From an optimization exercise on the open Yosys and OpenROAD flow, aimed at small area and a short achievable clock period; shortcuts taken in it are not production practice.

==> flow/design.v <==
package csc_pkg;
	typedef logic [17:0] sram_addr_t;
	typedef logic [15:0] sram_word_t;
	typedef logic [7:0] pixel_t;
	localparam int IMG_WIDTH = 320;
	localparam int IMG_HEIGHT = 240;
	localparam int PAIRS_PER_ROW = 160;
	localparam int WORDS_PER_ROW = 80;      
	localparam int GROUPS = 19200;          
	localparam sram_addr_t Y_BASE = 18'd0;
	localparam sram_addr_t U_BASE = 18'd38400;
	localparam sram_addr_t V_BASE = 18'd57600;
	localparam sram_addr_t RGB_BASE = 18'd146944;
	localparam sram_addr_t RGB_LAST = 18'd262143;
endpackage
`timescale 1ns/100ps
module sram_arbiter (
	input logic CLOCK_50_I,
	input logic resetn,
	input logic cmd_we,
	input csc_pkg::sram_addr_t cmd_addr,
	input csc_pkg::sram_word_t cmd_wdata,
	output csc_pkg::sram_addr_t sram_addr,
	output csc_pkg::sram_word_t sram_wdata,
	output logic sram_we_n
);
	always_ff @(posedge CLOCK_50_I or negedge resetn) begin
		if (!resetn)
			sram_we_n <= 1'b1;
		else
			sram_we_n <= !cmd_we;
	end
	always_ff @(posedge CLOCK_50_I) begin
		sram_addr <= cmd_addr;
		sram_wdata <= cmd_wdata;
	end
endmodule
`timescale 1ns/100ps
module yuv_fetch (
	input logic CLOCK_50_I,
	input logic resetn,
	input logic start,
	output logic busy,
	output logic done,
	output logic [3:0] ph,
	output logic j_first,          
	output logic j_near_end,       
	output logic j_last,           
	output logic cmd_we,
	output csc_pkg::sram_addr_t cmd_addr
);
	logic [1:0] prime;             
	logic wr_on;
	logic done_pre;
	logic [6:0] jc;
	logic [16:0] gy;               
	logic [16:0] c_addr;
	csc_pkg::sram_addr_t wa;       
	logic wr_now, last_wr;
	assign wr_now = busy && wr_on && (ph <= 4'd5);
	assign last_wr = wr_now && (wa == csc_pkg::RGB_LAST);
	assign cmd_we = wr_now;
	assign c_addr = gy + ((ph == 4'd7) ? 17'(csc_pkg::U_BASE + 18'd2) : 17'(csc_pkg::V_BASE + 18'd2));
	always_comb begin
		if (ph == 4'd6 || ph == 4'd9)
			cmd_addr = {gy, ph[0]};
		else if (ph == 4'd7 || ph == 4'd8)
			cmd_addr = {1'b0, c_addr};
		else
			cmd_addr = wa;
	end
	always_ff @(posedge CLOCK_50_I or negedge resetn) begin
		if (!resetn) begin
			busy <= 1'b0;
			done <= 1'b0;
			done_pre <= 1'b0;
			wr_on <= 1'b0;
		end else begin
			done_pre <= last_wr;
			done <= done_pre;
			if (done_pre)
				busy <= 1'b0;
			else if (start)
				busy <= 1'b1;
			if (!busy || last_wr)
				wr_on <= 1'b0;
			else if (prime == 2'd0 && ph == 4'd2)
				wr_on <= 1'b1;
		end
	end
	always_ff @(posedge CLOCK_50_I) begin
		if (!busy) begin
			ph <= 4'd6;
			prime <= 2'd3;
			jc <= 7'd77;
			j_first <= 1'b0;
			j_near_end <= 1'b0;
			j_last <= 1'b0;
			gy <= 17'h1fffe;
			wa <= csc_pkg::RGB_BASE;
		end else begin
			ph <= (ph == 4'd9) ? 4'd0 : ph + 4'd1;
			if (ph == 4'd9) begin
				if (prime != 2'd0)
					prime <= prime - 2'd1;
				jc <= (jc == 7'd79) ? 7'd0 : jc + 7'd1;
				j_first <= (jc == 7'd79);
				j_near_end <= (jc == 7'd77);
				j_last <= (jc == 7'd78);
				gy <= gy + 17'd1;
			end
			if (wr_now)
				wa <= wa + 18'd1;
		end
	end
endmodule
`timescale 1ns/100ps
module chroma_interpolator (
	input logic CLOCK_50_I,
	input logic [3:0] ph,
	input logic j_first,
	input logic j_near_end,
	input logic j_last,
	input csc_pkg::sram_word_t rdata,
	output csc_pkg::pixel_t ce_u,       
	output csc_pkg::pixel_t ce_v,
	output csc_pkg::pixel_t c_odd       
);
	csc_pkg::pixel_t e [0:13];
	logic shift;
	logic pair_b;
	csc_pkg::pixel_t t0, t1, t2, t3, t4, t5;
	assign shift = (ph <= 4'd3);
	assign pair_b = ph[1];
	always_ff @(posedge CLOCK_50_I) begin
		if (shift) begin
			for (int i = 0; i < 11; i++)
				e[i] <= e[i + 1];
			e[11] <= (ph <= 4'd1) ? rdata[15:8] : e[12];
		end
		if (ph == 4'd1 || ph == 4'd2)
			e[12] <= e[13];
		if (ph <= 4'd1)
			e[13] <= rdata[7:0];
	end
	assign ce_u = e[3];
	assign ce_v = e[4];
	always_comb begin
		t0 = e[0];
		t1 = e[2];
		t2 = e[4];
		t3 = e[6];
		t4 = e[8];
		t5 = e[10];
		if (j_first && !pair_b) begin
			t0 = e[4];
			t1 = e[4];
		end
		if (j_first && pair_b)
			t0 = e[2];
		if (j_near_end && pair_b)
			t5 = e[8];
		if (j_last && !pair_b) begin
			t4 = e[6];
			t5 = e[6];
		end
		if (j_last && pair_b) begin
			t3 = e[4];
			t4 = e[4];
			t5 = e[4];
		end
	end
	logic [8:0] p, q, m, p_r, q_r, m_r;
	logic signed [17:0] acc, ps, nq, ms;
	logic signed [9:0] sh;
	assign p = t0 + t5;
	assign q = t1 + t4;
	assign m = t2 + t3;
	always_ff @(posedge CLOCK_50_I) begin
		p_r <= p;
		q_r <= q;
		m_r <= m;
	end
	assign ps = {9'd0, p_r};
	assign nq = {9'd0, ~q_r};
	assign ms = {9'd0, m_r};
	assign acc = (ms <<< 7) + (ms <<< 5) - ms + (ps <<< 4) + (ps <<< 2) + ps
		+ (nq <<< 5) + (nq <<< 4) + (nq <<< 2) + 18'sd128 - 18'sd26572;
	assign sh = acc[17:8];
	assign c_odd = sh[9] ? 8'h00 : (sh[8] ? 8'hff : sh[7:0]);
endmodule
`timescale 1ns/100ps
module csc_matrix (
	input logic CLOCK_50_I,
	input csc_pkg::pixel_t y_in,
	input csc_pkg::pixel_t u_in,
	input csc_pkg::pixel_t v_in,
	output csc_pkg::pixel_t r,
	output csc_pkg::pixel_t g,
	output csc_pkg::pixel_t b
);
	logic signed [25:0] ye, t_in, t_r;
	csc_pkg::pixel_t u, v;
	assign ye = {18'd0, y_in};
	assign t_in = (ye <<< 16) + (ye <<< 13) + (ye <<< 11) + (ye <<< 9) - (ye <<< 2) - 26'sd1220544;
	always_ff @(posedge CLOCK_50_I) begin
		t_r <= t_in;
		u <= u_in;
		v <= v_in;
	end
	logic signed [26:0] t, u1, v1, rs, gs, bs;
	assign t = t_r;
	assign u1 = {{19{~u[7]}}, ~u[7], u[6:0]};
	assign v1 = {{19{~v[7]}}, ~v[7], v[6:0]};
	assign rs = t + (v1 <<< 17) - (v1 <<< 15) + (v1 <<< 13) - (v1 <<< 11) + (v1 <<< 7) + (v1 <<< 4) + (v1 <<< 2) - v1;
	assign gs = t - (u1 <<< 15) + (u1 <<< 13) - (u1 <<< 10) - (u1 <<< 5) + (u1 <<< 3)
		- (v1 <<< 16) + (v1 <<< 14) - (v1 <<< 12) - (v1 <<< 5) - v1;
	assign bs = t + (u1 <<< 17) + (u1 <<< 10) + (u1 <<< 7) + (u1 <<< 5) - (u1 <<< 2) - u1;
	function automatic csc_pkg::pixel_t sat(input logic signed [26:0] s);
		if (s[26])
			sat = 8'h00;
		else if (s[25:24] != 2'd0)
			sat = 8'hff;
		else
			sat = s[23:16];
	endfunction
	assign r = sat(rs);
	assign g = sat(gs);
	assign b = sat(bs);
endmodule
`timescale 1ns/100ps
module rgb_store (
	input logic CLOCK_50_I,
	input logic [3:0] ph,
	input csc_pkg::pixel_t r,
	input csc_pkg::pixel_t g,
	input csc_pkg::pixel_t b,
	output csc_pkg::sram_word_t wdata
);
	csc_pkg::pixel_t r1, g1, b1;     
	csc_pkg::pixel_t r2, g2, b2;     
	always_ff @(posedge CLOCK_50_I) begin
		if (ph >= 4'd2 && ph <= 4'd5) begin
			r1 <= r;
			g1 <= g;
			b1 <= b;
			r2 <= r1;
			g2 <= g1;
			b2 <= b1;
		end
	end
	always_comb begin
		case (ph)
		4'd3: wdata = {r1, g1};
		4'd4, 4'd1: wdata = {b2, r1};
		4'd5: wdata = {g2, b2};
		4'd0: wdata = {r2, g2};
		default: wdata = {g1, b1};
		endcase
	end
endmodule
`timescale 1ns/100ps
module csc_top (
	input logic CLOCK_50_I,
	input logic resetn,
	input logic start,
	output logic busy,
	output logic done,
	output csc_pkg::sram_addr_t sram_addr,
	output csc_pkg::sram_word_t sram_wdata,
	output logic sram_we_n,
	input csc_pkg::sram_word_t sram_rdata
);
	logic [3:0] ph;
	logic j_first, j_near_end, j_last;
	logic cmd_we;
	csc_pkg::sram_addr_t cmd_addr;
	csc_pkg::sram_word_t cmd_wdata;
	csc_pkg::pixel_t ce_u, ce_v, c_odd, uo;
	csc_pkg::sram_word_t yh;         
	csc_pkg::pixel_t y_op, u_op, v_op;
	csc_pkg::pixel_t r, g, b;
	yuv_fetch seq_unit (
		.CLOCK_50_I, .resetn, .start, .busy, .done,
		.ph, .j_first, .j_near_end, .j_last,
		.cmd_we, .cmd_addr
	);
	chroma_interpolator interp_unit (
		.CLOCK_50_I, .ph, .j_first, .j_near_end, .j_last,
		.rdata(sram_rdata), .ce_u, .ce_v, .c_odd
	);
	always_ff @(posedge CLOCK_50_I) begin
		if (ph == 4'd9 || ph == 4'd2)
			yh <= sram_rdata;
		uo <= c_odd;     
	end
	always_comb begin
		if (!ph[0]) begin
			y_op = yh[7:0];
			u_op = uo;
			v_op = c_odd;
		end else begin
			y_op = yh[15:8];
			u_op = ce_u;
			v_op = ce_v;
		end
	end
	csc_matrix matrix_unit (
		.CLOCK_50_I, .y_in(y_op), .u_in(u_op), .v_in(v_op),
		.r, .g, .b
	);
	rgb_store store_unit (
		.CLOCK_50_I, .ph, .r, .g, .b, .wdata(cmd_wdata)
	);
	sram_arbiter arbiter_unit (
		.CLOCK_50_I, .resetn,
		.cmd_we, .cmd_addr, .cmd_wdata,
		.sram_addr, .sram_wdata, .sram_we_n
	);
endmodule
export LEC_CHECK = 0
export CAP_MARGIN = 20
export CORE_MARGIN = 2
export CORE_UTILIZATION = 50
export SETUP_SLACK_MARGIN = 5
export SLEW_MARGIN = 20
create_clock -name core_clock -period 10.0 [get_ports {CLOCK_50_I}]
run.sh (not shown) runs the stock make flow with config.mk's settings and CLKGATE_MAP_FILE= SYNTH_SCRIPT=/design/flow/synth_recipe.tcl, a recipe that flattens the netlist after the stock synthesis.
Then changed:
--- a/flow/design.v
+++ b/flow/design.v
@@ -82,11 +82,11 @@
 				busy <= 1'b0;
 			else if (start)
 				busy <= 1'b1;
 			if (!busy || last_wr)
 				wr_on <= 1'b0;
-			else if (prime == 2'd0 && ph == 4'd2)
+			else if (prime == 2'd0 && ph == 4'd1)
 				wr_on <= 1'b1;
 		end
 	end
 	always_ff @(posedge CLOCK_50_I) begin
 		if (!busy) begin
@@ -141,12 +141,12 @@
 		if (ph == 4'd1 || ph == 4'd2)
 			e[12] <= e[13];
 		if (ph <= 4'd1)
 			e[13] <= rdata[7:0];
 	end
-	assign ce_u = e[3];
-	assign ce_v = e[4];
+	assign ce_u = e[4];
+	assign ce_v = e[5];
 	always_comb begin
 		t0 = e[0];
 		t1 = e[2];
 		t2 = e[4];
 		t3 = e[6];
@@ -168,24 +168,19 @@
 			t3 = e[4];
 			t4 = e[4];
 			t5 = e[4];
 		end
 	end
-	logic [8:0] p, q, m, p_r, q_r, m_r;
+	logic [8:0] p, q, m;
 	logic signed [17:0] acc, ps, nq, ms;
 	logic signed [9:0] sh;
 	assign p = t0 + t5;
 	assign q = t1 + t4;
 	assign m = t2 + t3;
-	always_ff @(posedge CLOCK_50_I) begin
-		p_r <= p;
-		q_r <= q;
-		m_r <= m;
-	end
-	assign ps = {9'd0, p_r};
-	assign nq = {9'd0, ~q_r};
-	assign ms = {9'd0, m_r};
+	assign ps = {9'd0, p};
+	assign nq = {9'd0, ~q};
+	assign ms = {9'd0, m};
 	assign acc = (ms <<< 7) + (ms <<< 5) - ms + (ps <<< 4) + (ps <<< 2) + ps
 		+ (nq <<< 5) + (nq <<< 4) + (nq <<< 2) + 18'sd128 - 18'sd26572;
 	assign sh = acc[17:8];
 	assign c_odd = sh[9] ? 8'h00 : (sh[8] ? 8'hff : sh[7:0]);
 endmodule
@@ -197,27 +192,26 @@
 	input csc_pkg::pixel_t v_in,
 	output csc_pkg::pixel_t r,
 	output csc_pkg::pixel_t g,
 	output csc_pkg::pixel_t b
 );
-	logic signed [25:0] ye, t_in, t_r;
-	csc_pkg::pixel_t u, v;
-	assign ye = {18'd0, y_in};
-	assign t_in = (ye <<< 16) + (ye <<< 13) + (ye <<< 11) + (ye <<< 9) - (ye <<< 2) - 26'sd1220544;
+	csc_pkg::pixel_t y, u, v;
 	always_ff @(posedge CLOCK_50_I) begin
-		t_r <= t_in;
+		y <= y_in;
 		u <= u_in;
 		v <= v_in;
 	end
-	logic signed [26:0] t, u1, v1, rs, gs, bs;
-	assign t = t_r;
+	logic signed [26:0] ye, u1, v1, u3, v3, t, rs, gs, bs;
+	assign ye = {19'd0, y};
 	assign u1 = {{19{~u[7]}}, ~u[7], u[6:0]};
 	assign v1 = {{19{~v[7]}}, ~v[7], v[6:0]};
-	assign rs = t + (v1 <<< 17) - (v1 <<< 15) + (v1 <<< 13) - (v1 <<< 11) + (v1 <<< 7) + (v1 <<< 4) + (v1 <<< 2) - v1;
-	assign gs = t - (u1 <<< 15) + (u1 <<< 13) - (u1 <<< 10) - (u1 <<< 5) + (u1 <<< 3)
-		- (v1 <<< 16) + (v1 <<< 14) - (v1 <<< 12) - (v1 <<< 5) - v1;
-	assign bs = t + (u1 <<< 17) + (u1 <<< 10) + (u1 <<< 7) + (u1 <<< 5) - (u1 <<< 2) - u1;
+	assign u3 = u1 + (u1 <<< 1);
+	assign v3 = v1 + (v1 <<< 1);
+	assign t = (ye <<< 16) + (ye <<< 13) + (ye <<< 11) + (ye <<< 9) - (ye <<< 2) - 27'sd1220544;
+	assign rs = t + (v3 <<< 15) + (v3 <<< 11) + (v1 <<< 7) + (v1 <<< 4) + v3;
+	assign gs = t - (u3 <<< 13) - (u1 <<< 10) - (u3 <<< 3) - (v3 <<< 14) - (v1 <<< 12) - (v1 <<< 5) - v1;
+	assign bs = t + (u1 <<< 17) + (u1 <<< 10) + (u1 <<< 7) + (u3 <<< 3) + u3;
 	function automatic csc_pkg::pixel_t sat(input logic signed [26:0] s);
 		if (s[26])
 			sat = 8'h00;
 		else if (s[25:24] != 2'd0)
 			sat = 8'hff;
@@ -238,25 +232,25 @@
 	output csc_pkg::sram_word_t wdata
 );
 	csc_pkg::pixel_t r1, g1, b1;     
 	csc_pkg::pixel_t r2, g2, b2;     
 	always_ff @(posedge CLOCK_50_I) begin
-		if (ph >= 4'd2 && ph <= 4'd5) begin
+		if (ph >= 4'd1 && ph <= 4'd4) begin
 			r1 <= r;
 			g1 <= g;
 			b1 <= b;
 			r2 <= r1;
 			g2 <= g1;
 			b2 <= b1;
 		end
 	end
 	always_comb begin
 		case (ph)
-		4'd3: wdata = {r1, g1};
-		4'd4, 4'd1: wdata = {b2, r1};
-		4'd5: wdata = {g2, b2};
-		4'd0: wdata = {r2, g2};
+		4'd2: wdata = {r1, g1};
+		4'd3, 4'd0: wdata = {b2, r1};
+		4'd4: wdata = {g2, b2};
+		4'd5: wdata = {r2, g2};
 		default: wdata = {g1, b1};
 		endcase
 	end
 endmodule
 `timescale 1ns/100ps
@@ -293,16 +287,16 @@
 		if (ph == 4'd9 || ph == 4'd2)
 			yh <= sram_rdata;
 		uo <= c_odd;     
 	end
 	always_comb begin
-		if (!ph[0]) begin
+		if (ph[0]) begin
 			y_op = yh[7:0];
 			u_op = uo;
 			v_op = c_odd;
 		end else begin
-			y_op = yh[15:8];
+			y_op = (ph == 4'd2) ? sram_rdata[15:8] : yh[15:8];
 			u_op = ce_u;
 			v_op = ce_v;
 		end
 	end
 	csc_matrix matrix_unit (
What happened: Clock skew shrinks by 0.028 ns. Worst setup slack got worse by 1.3 ns. Synthesized area is lower by a little under a tenth. Cell area came out lower by a few percent. Final cell count goes down by a little under a tenth. Global-route usage drops by 0.71 points. Hold slack is worse by 0.0070 ns. Die area came out lower by a little under a tenth. Count of clock-buffer cells in the layout came out lower by 10. Core utilization rose by 1.9 points. Wire length came out lower by a little under a tenth.
Function was not checked in any run of this note: the RTL went through the layout flow alone.

==> port drivers added, routing unchanged <==
In the flow no input, the clock included, has a driving cell. The finished layouts below were timed again as built, in two steps. Step 1 sets driving cells, clkbuf_16 on the clock port and buf_2 on the other inputs (assumed; they add their load-dependent delay and slew). Step 2 times the ports against the registers' clock, not the clock port: input delays grow and output delays shrink by t, the midpoint of the rising clock arrivals with the driver on. a / b / c = ideal ports / drivers / drivers and shift; a / b = the first two.
| run | shift t [ns] | setup WS [ns] | slew at the worst register clock pin (ns) | worst data-port slew with drivers (ns) |
|---|---|---|---|---|
| the first run | 0.620 | 4.501 / 4.501 / 4.501 | 0.06 / 0.06 | 0.03 |
| the second run | 0.603 | 3.235 / 3.235 / 3.235 | 0.07 / 0.07 | 0.03 |
After both steps setup and hold are still met in every run listed.
